From an optimization exercise on the open Yosys and OpenROAD flow, aimed at small area; shortcuts taken in it are not production practice. The RTL was checked by simulation tests, not by an equivalence proof against the original design.

==> design/flow/design.v <==
package pieo_pkg;
    typedef struct packed {
        logic [4-1:0] id;
        logic [5-1:0]    rank;
    } elem_t;
    typedef struct packed {
        logic                  valid;
        logic [4-1:0] range_lo;
        logic [4-1:0] range_hi;
    } deq_req_t;
    typedef struct packed {
        logic                  valid;
        logic                  found;
        elem_t                 elem;
    } deq_res_t;
endpackage
package sched_pkg;
    typedef enum logic [2:0] {
        IDLE      = 3'd0,
        PORT_REQ  = 3'd1,
        PORT_WAIT = 3'd2,
        FIFO_REQ  = 3'd3,
        FIFO_WAIT = 3'd4,
        SEND      = 3'd5
    } state_t;
    typedef struct packed {
        logic [4-1:0] fifo_id;
        logic [2-1:0] port_id;
    } grant_t;
endpackage
`timescale 1ns/100ps
module enq_tracker #(
    parameter int N     = 9,
    parameter int GROUP = 3
) (
    input  logic                  clk,
    input  logic                  rst,
    input  logic [N-1:0]          valid,
    input  logic [N-1:0]          release_vec,
    output logic                  enq_valid,
    input  logic                  enq_ready,
    output pieo_pkg::elem_t       enq_elem,
    output logic [N-1:0]          enqueued,
    output logic [3-1:0] group_valid
);
    localparam int IDX_W = (N > 1) ? $clog2(N) : 1;
    logic [N-1:0]     pending;
    logic [IDX_W-1:0] rr_ptr;
    logic [IDX_W-1:0] cand;
    logic             cand_found;
    logic             xfer;
    assign pending = valid & ~enqueued;
    always_comb begin : rr_search
        int idx;
        cand_found = 1'b0;
        cand       = rr_ptr;
        for (int k = 1; k <= N; k++) begin
            idx = (int'(rr_ptr) + k) % N;
            if (!cand_found && pending[idx]) begin
                cand_found = 1'b1;
                cand       = IDX_W'(idx);
            end
        end
    end
    assign enq_valid   = cand_found;
    assign enq_elem.id = 4'(cand);
    assign enq_elem.rank = (N == 9) ? 5'(cand) : '0;
    assign xfer = enq_valid & enq_ready;
    always_ff @(posedge clk) begin
        if (rst) begin
            enqueued <= '0;
            rr_ptr   <= IDX_W'(N - 1);
        end else begin
            enqueued <= (enqueued & ~release_vec) | (xfer ? (N'(1) << cand) : '0);
            if (xfer) begin
                rr_ptr <= cand;
            end
        end
    end
    always_comb begin : group_or
        for (int g = 0; g < 3; g++) begin
            group_valid[g] = |enqueued[g*GROUP +: GROUP];
        end
    end
endmodule
`timescale 1ns/100ps
module pieo_list #(
    parameter int DEPTH = 16
) (
    input  logic               clk,
    input  logic               rst,
    input  logic               enq_valid,
    output logic               enq_ready,
    input  pieo_pkg::elem_t    enq_elem,
    input  pieo_pkg::deq_req_t deq_req,
    output pieo_pkg::deq_res_t deq_res
);
    logic [DEPTH-1:0][4-1:0] slot_id;
    logic [DEPTH-1:0][5-1:0]    slot_rank;
    logic [DEPTH-1:0]                 slot_vld;
    logic [DEPTH-1:0][4-1:0] mid_id;
    logic [DEPTH-1:0][5-1:0]    mid_rank;
    logic [DEPTH-1:0]                 mid_vld;
    logic [DEPTH-1:0][4-1:0] nxt_id;
    logic [DEPTH-1:0][5-1:0]    nxt_rank;
    logic [DEPTH-1:0]                 nxt_vld;
    logic             hit_found;
    int               hit_idx;
    logic             ins_found;
    int               ins_idx;
    logic             do_deq;
    logic             do_enq;
    logic             dup_id;
    assign enq_ready = ~slot_vld[DEPTH-1];
    assign do_enq    = enq_valid & enq_ready;
    always_comb begin : find_hit
        hit_found = 1'b0;
        hit_idx   = 0;
        for (int k = 0; k < DEPTH; k++) begin
            if (!hit_found && slot_vld[k] && slot_id[k] >= deq_req.range_lo
                && slot_id[k] <= deq_req.range_hi) begin
                hit_found = 1'b1;
                hit_idx   = k;
            end
        end
    end
    assign do_deq = deq_req.valid & hit_found;
    always_comb begin : close_gap
        for (int k = 0; k < DEPTH - 1; k++) begin
            if (do_deq && k >= hit_idx) begin
                mid_id[k]   = slot_id[k+1];
                mid_rank[k] = slot_rank[k+1];
                mid_vld[k]  = slot_vld[k+1];
            end else begin
                mid_id[k]   = slot_id[k];
                mid_rank[k] = slot_rank[k];
                mid_vld[k]  = slot_vld[k];
            end
        end
        mid_id[DEPTH-1]   = slot_id[DEPTH-1];
        mid_rank[DEPTH-1] = slot_rank[DEPTH-1];
        mid_vld[DEPTH-1]  = slot_vld[DEPTH-1] & ~do_deq;
    end
    always_comb begin : find_slot
        ins_found = 1'b0;
        ins_idx   = DEPTH - 1;
        for (int k = 0; k < DEPTH; k++) begin
            if (!ins_found && (!mid_vld[k] || mid_rank[k] > enq_elem.rank)) begin
                ins_found = 1'b1;
                ins_idx   = k;
            end
        end
    end
    always_comb begin : open_gap
        nxt_id[0]   = (do_enq && ins_idx == 0) ? enq_elem.id : mid_id[0];
        nxt_rank[0] = (do_enq && ins_idx == 0) ? enq_elem.rank : mid_rank[0];
        nxt_vld[0]  = mid_vld[0] | (do_enq && ins_idx == 0);
        for (int k = 1; k < DEPTH; k++) begin
            if (do_enq && k == ins_idx) begin
                nxt_id[k]   = enq_elem.id;
                nxt_rank[k] = enq_elem.rank;
                nxt_vld[k]  = 1'b1;
            end else if (do_enq && k > ins_idx) begin
                nxt_id[k]   = mid_id[k-1];
                nxt_rank[k] = mid_rank[k-1];
                nxt_vld[k]  = mid_vld[k-1];
            end else begin
                nxt_id[k]   = mid_id[k];
                nxt_rank[k] = mid_rank[k];
                nxt_vld[k]  = mid_vld[k];
            end
        end
    end
    always_comb begin : dup_check
        dup_id = 1'b0;
        for (int k = 0; k < DEPTH; k++) begin
            if (slot_vld[k] && slot_id[k] == enq_elem.id) begin
                dup_id = 1'b1;
            end
        end
    end
    always_ff @(posedge clk) begin
        if (rst) begin
            slot_vld <= '0;
            deq_res  <= '0;
        end else begin
            slot_vld      <= nxt_vld;
            deq_res.valid <= deq_req.valid;
            deq_res.found <= do_deq;
            deq_res.elem  <= {slot_id[hit_idx], slot_rank[hit_idx]};
        end
    end
    always_ff @(posedge clk) begin
        slot_id   <= nxt_id;
        slot_rank <= nxt_rank;
    end
endmodule
`timescale 1ns/100ps
module sched_fsm (
    input  logic                  clk,
    input  logic                  rst,
    input  logic [9-1:0] fifo_tlast,
    output pieo_pkg::deq_req_t    l2_req,
    input  pieo_pkg::deq_res_t    l2_res,
    output pieo_pkg::deq_req_t    l1_req,
    input  pieo_pkg::deq_res_t    l1_res,
    output logic [9-1:0] fifo_release,
    output logic [3-1:0] port_release,
    output logic [4-1:0] sel_out,
    output logic                  en_out
);
    sched_pkg::state_t     state;
    sched_pkg::grant_t     grant;
    logic [9-1:0] tlast_prev;
    logic [9-1:0] tlast_rise;
    logic [4-1:0] range_base;
    logic                  pkt_end;
    assign tlast_rise = fifo_tlast & ~tlast_prev;
    assign pkt_end    = tlast_rise[grant.fifo_id];
    assign range_base = 4'(grant.port_id * 3);
    always_comb begin : req_drive
        l2_req          = '0;
        l2_req.valid    = (state == sched_pkg::PORT_REQ);
        l2_req.range_hi = 4'(3 - 1);
        l1_req          = '0;
        l1_req.valid    = (state == sched_pkg::FIFO_REQ);
        l1_req.range_lo = range_base;
        l1_req.range_hi = range_base + 4'(3 - 1);
    end
    always_ff @(posedge clk) begin
        if (rst) begin
            state        <= sched_pkg::IDLE;
            grant        <= '0;
            tlast_prev   <= '0;
            fifo_release <= '0;
            port_release <= '0;
        end else begin
            tlast_prev   <= fifo_tlast;
            fifo_release <= '0;
            port_release <= '0;
            case (state)
                sched_pkg::IDLE: begin
                    state <= sched_pkg::PORT_REQ;
                end
                sched_pkg::PORT_REQ: begin
                    state <= sched_pkg::PORT_WAIT;
                end
                sched_pkg::PORT_WAIT: begin
                    if (l2_res.valid && l2_res.found) begin
                        grant.port_id <= l2_res.elem.id[2-1:0];
                        state         <= sched_pkg::FIFO_REQ;
                    end else begin
                        state <= sched_pkg::IDLE;
                    end
                end
                sched_pkg::FIFO_REQ: begin
                    state <= sched_pkg::FIFO_WAIT;
                end
                sched_pkg::FIFO_WAIT: begin
                    if (l1_res.valid && l1_res.found) begin
                        grant.fifo_id <= l1_res.elem.id;
                        state         <= sched_pkg::SEND;
                    end else begin
                        port_release <= 3'(1) << grant.port_id;
                        state        <= sched_pkg::IDLE;
                    end
                end
                sched_pkg::SEND: begin
                    if (pkt_end) begin
                        fifo_release <= 9'(1) << grant.fifo_id;
                        port_release <= 3'(1) << grant.port_id;
                        state        <= sched_pkg::IDLE;
                    end
                end
                default: begin
                    state <= sched_pkg::IDLE;
                end
            endcase
        end
    end
    assign en_out  = (state == sched_pkg::SEND);
    assign sel_out = grant.fifo_id;
endmodule
`timescale 1ns/100ps
module pieo_hier_sched (
    input  logic                  clk,
    input  logic                  rst,
    input  logic [9-1:0] fifo_tvalid,
    input  logic [9-1:0] fifo_tlast,
    output logic [4-1:0] sel_out,
    output logic                  en_out
);
    logic [3-1:0] port_valid;
    logic [9-1:0] fifo_release;
    logic [3-1:0] port_release;
    logic                  l1_enq_valid;
    logic                  l1_enq_ready;
    pieo_pkg::elem_t       l1_enq_elem;
    pieo_pkg::deq_req_t    l1_req;
    pieo_pkg::deq_res_t    l1_res;
    logic                  l2_enq_valid;
    logic                  l2_enq_ready;
    pieo_pkg::elem_t       l2_enq_elem;
    pieo_pkg::deq_req_t    l2_req;
    pieo_pkg::deq_res_t    l2_res;
    enq_tracker #(.N(9), .GROUP(3)) u_fifo_trk (
        .clk(clk), .rst(rst),
        .valid(fifo_tvalid), .release_vec(fifo_release),
        .enq_valid(l1_enq_valid), .enq_ready(l1_enq_ready), .enq_elem(l1_enq_elem),
        .enqueued(), .group_valid(port_valid)
    );
    pieo_list #(.DEPTH(16)) u_l1_list (
        .clk(clk), .rst(rst),
        .enq_valid(l1_enq_valid), .enq_ready(l1_enq_ready), .enq_elem(l1_enq_elem),
        .deq_req(l1_req), .deq_res(l1_res)
    );
    enq_tracker #(.N(3), .GROUP(1)) u_port_trk (
        .clk(clk), .rst(rst),
        .valid(port_valid), .release_vec(port_release),
        .enq_valid(l2_enq_valid), .enq_ready(l2_enq_ready), .enq_elem(l2_enq_elem),
        .enqueued(), .group_valid()
    );
    pieo_list #(.DEPTH(4)) u_l2_list (
        .clk(clk), .rst(rst),
        .enq_valid(l2_enq_valid), .enq_ready(l2_enq_ready), .enq_elem(l2_enq_elem),
        .deq_req(l2_req), .deq_res(l2_res)
    );
    sched_fsm u_fsm (
        .clk(clk), .rst(rst),
        .fifo_tlast(fifo_tlast),
        .l2_req(l2_req), .l2_res(l2_res),
        .l1_req(l1_req), .l1_res(l1_res),
        .fifo_release(fifo_release), .port_release(port_release),
        .sel_out(sel_out), .en_out(en_out)
    );
endmodule
==> design/flow/run.sh <==
#!/bin/bash
# synth_recipe.tcl (not shown) runs the flow's synth.tcl, then flattens the netlist and writes it again
# the make line also repeats each setting of config.mk as NAME=value (left out here)
make -C /OpenROAD-flow-scripts/flow DESIGN_CONFIG=/design/flow/config.mk WORK_HOME=/design/flow/orfs CLKGATE_MAP_FILE= SYNTH_SCRIPT=/design/flow/synth_recipe.tcl finish
==> design/flow/config.mk <==
export PLATFORM = sky130hd
export DESIGN_NAME = pieo_hier_sched
export DESIGN_NICKNAME = pieo_hier_sched
export VERILOG_FILES = /design/flow/design.v
export SDC_FILE = /design/flow/constraint.sdc
export NUM_CORES = 4
export LEC_CHECK = 0
export CAP_MARGIN = 20
export CORE_MARGIN = 2
export CORE_UTILIZATION = 40
export SLEW_MARGIN = 20
==> design/flow/constraint.sdc <==
create_clock -name core_clock -period 12.0 [get_ports {clk}]
set_input_delay 2.4000 -clock core_clock [delete_from_list [all_inputs] [get_ports {clk}]]
set_output_delay 2.4000 -clock core_clock [all_outputs]
set_load 0.01 [all_outputs]
==> summary.md <==
| Metric | Value |
|---|---|
| Mapped Cells | 3,127 |
| Number of flops mapped to enable cells by yosys | 10 |
| Site Rows | just over 90 |
| Status | no timing/DRC/antenna violations |
| CP Launch Type | flip-flop |
| Synth-to-Final Area Change | 8.46% |
| CTS tree | done |
| Critical path arrival | 11.80 ns |
| Synth top area share | 20.1% |
| Worst hold slack | 0.446 ns |
| Post-route antenna net violation count | 0 |
| Main synth FF type | dfxtp_1 |
| Most frequent CP cell | ha_1 |
| Dominant cell type by area after synthesis | dfxtp_1 |
| Final setup vio count | 0 |
| Final WL | 84,500 um |
| IO Port Bufs | 24 |
| Crit end category | flip-flop |
| Asr flop ratio synth | 0% |
| Most frequent cells in the layout | nand2_1, nor2_1, dfxtp_1, ha_1, a21oi_1 |
| Via count | around 24,000 |
| Routed WL per cell | about 22 um |
| DRT Pass-1 Iters | 6 |
| Io pins | 25 |
| Hold Path Class | reg -> reg |
| Global route overflow | 0 |
| Detailed-route DRC error count | 0 |
| Core area | between 60,000 and 70,000 um2 |
| Vias in the first global route | around 23,000 |
| TritonCTS buffer count | 30 |
| Sequential area share after synthesis | around a fifth |
| Initial Util | 40.3% |
| Antenna diodes | 0 |
| Worst slew pin tran | 1.03 ns |
| RSZ-0062 raised after global routing | false |
| First-pass GRT wire length | 132,000 um |
| Nets@finish | 3,350 |
| Gpl congestion | around 1 |
| Worst-skew pair later-pin latency | 0.58 ns |
| Proportion of layout cells with a drive suffix above 1 | 10.2% |
| Yosys warning total | 5 |
| DP HPWL | 62,200 um |
| WS Path Type | reg -> reg |
| H-tree Lvls | 1 |
| WP buf/inv | 4 |
| Syn avg cell area | 7.91 um2 |
| Clk_skew | 0.0158 ns |
| Crit Path Max Fanout | 22 |
| Mapped Area | between 20,000 and 25,000 um2 |
| Multi-input logic area | 18,100 um2 |
| Syn nets | between 3,000 and 4,000 |
| Highest Clock Rate | 0.0883 GHz |
| Crit-path leading delay family | simple AND/OR/NAND/NOR gates |
| Synth Register Bits | between 200 and 300 |
| Register area | 5270 um2 |
| Setup TNS | 0 ns |
| Largest net degree at the start of global routing | 59 |
| Maximum clock path buffer count | 3 |
| Worst path slowest cell | xor2_1 |
| Final Hold Viols | 0 |
| Largest cells by area after synthesis | dfxtp_1, ha_1, mux2i_1, nand2_1, nor2_1 |
| Setup WS pre-CTS | 0.919 ns |
| CP peak stage delay | 0.79 ns |
| Critical path required time | 12.47 ns |
| Commonest non-fill, non-tap cell in the layout | nand2_1 |
| # fillers | 6,183 |
| Total Routing Usage GR | between 20 and 30% |
| Vias per cell | about 6.1 |
| Slew headroom | a little under a third |
| CTS Hold Bufs | 0 |
| Post-CTS setup buffers | 0 |
| DIE HEIGHT | 253 um |
| Fin crit share | 94.4% |
| Initial antenna violation count | 1 |
| Root Driver | clkbuf_16 |
| Full die area | between 60,000 and 70,000 um2 |
| Final min period | 11.33 ns |
| Detailed Route Iter0 Violations | 1,980 |
| Fin. max-slew vios | 0 |
| MaxCap Viol Count | 0 |
| CTS Sinks | 258 |
| Final Util | 43.7% |
| Clock slew at the register clock pins of the worst setup and hold paths | roughly 0.07 ns |
| Die Wd | 253 um |
| Yosys cell types | 140 |
| Final Worst Setup Slack | 0.670 ns |
==> metal layers <==
metal	part of all wire (%)	global-route usage, %
met3	6.9	3.76
met1	44	34.4
met5	0	0
met4	3.7	9.94
met2	45	42.4
==> flip-flops by register name, indices dropped and copies added (netlist names), 4 cells and up <==
register,flops
u_fifo_trk.enqueued,9
u_fifo_trk.rr_ptr,4
u_fsm.fifo_release,9
u_fsm.grant,6
u_fsm.tlast_prev,9
u_l1_list.deq_res,6
u_l1_list.slot_id,64
u_l1_list.slot_rank,80
u_l1_list.slot_vld,16
u_l2_list.deq_res,4
u_l2_list.slot_id,16
u_l2_list.slot_rank,20
u_l2_list.slot_vld,4
==> worst reg2reg max path, delay by kind of cell (launching register included) <==
kind,cells,cell delay [ns]
XOR/XNOR,1,0.79
AO/OA/AOI/OAI,10,2.88
adder cells (fa/ha/maj),4,1.28
multiplexers,1,0.49
buffers and inverters,4,0.96
AND/OR/NAND/NOR,14,4.47
flip-flops,1,0.35
==> Yosys cell counts (16+ instances only) <==
library cell  instances
a211oi_1             43
a21boi_0             25
a21o_1               28
a21oi_1             222
a22oi_1              16
a31oi_1              36
a41o_1               16
and2_1               27
buf_2                42
buf_4                21
clkbuf_1             68
dfxtp_1             248
ha_1                235
inv_1               158
mux2_2               66
mux2i_1             181
nand2_1             318
nand2b_1             78
nand3_1              64
nand4_1              38
nor2_1              302
nor2b_1              67
nor3_1               56
o211ai_1             47
o21a_1               26
o21ai_0             160
o21ai_1              16
o221ai_1             22
o22ai_1              25
or3_1                27
xnor2_1              24
==> path summary, 6_finish.rpt <==
path / start / endpoint / slack (ns) / cells after the start
setup / recovery: u_fifo_trk.rr_ptr[1] / u_l1_list.slot_rank[65] / 0.67 / 34
hold / removal: u_l2_list.deq_res[5] / u_fsm.grant[0] / 0.45 / 2
setup reg to reg: u_fifo_trk.rr_ptr[1] / u_l1_list.slot_rank[65] / 0.67 / 34
hold reg to reg: u_l2_list.deq_res[5] / u_fsm.grant[0] / 0.45 / 2
==> stage by stage <==
step	std cells	cell area, um2
floorplan	3127	24700
global placement	3853	25700
detailed placement	3853	25700
CTS	3909	26800
global route	3909	26800
finish	3909	26800
==> timing repair <==
item / 4_1_cts / 5_1_grt
hold endpoints to repair: 0 / 0
endpoints found under the setup margin: 0 / 6
resized for setup: 0 / 1
==> logic make-up after synthesis <==
group	after synthesis	synth area share, %
XOR/XNOR	36	1.40
buffers and inverters	320	5.67
flip-flops	258	21.3
AND/OR/NAND/NOR	1115	22.6
adder cells (fa/ha/maj)	235	11.9
multiplexers	267	11.9
AO/OA/AOI/OAI	896	25.3
==> layout make-up <==
type	count	area share, %
multi-input cells	2549	67.5
inverters	169	2.38
well taps	790	3.69
clock inverters	13	0.807
repair buffers	87	2.64
clock buffers	43	3.36
flip-flops and latches	258	19.6

what the ideal ports hide:
No port has a modelled driver above. Below, the same layout with a new extraction and two added sets of constraints.
Step 1: set_driving_cell puts a clkbuf_16 on clk and a buf_2 on each other input, an assumption about the parent block.
Step 2 moves the port delays by t, midway between the first and last clock arrival at a register: inputs arrive t later, outputs are due t later. That takes back most of the time a late clock gives input paths.
a / b / c = ideal / step 1 / step 2; a / b = the first two.
shift t [ns]: 0.637
setup slack, ns: 0.670 / 0.670 / 0.670
worst hold slack (ns): 0.446 / 0.446 / 0.446
slew at the worst register clock pin (ns): 0.07 / 0.07
worst slew at a driven data input, ns: 0.04
After both steps this run still meets setup and hold. For this run, drivers alone change the setup slack by 0.000 ns; drivers and shift together by 0.000 ns.
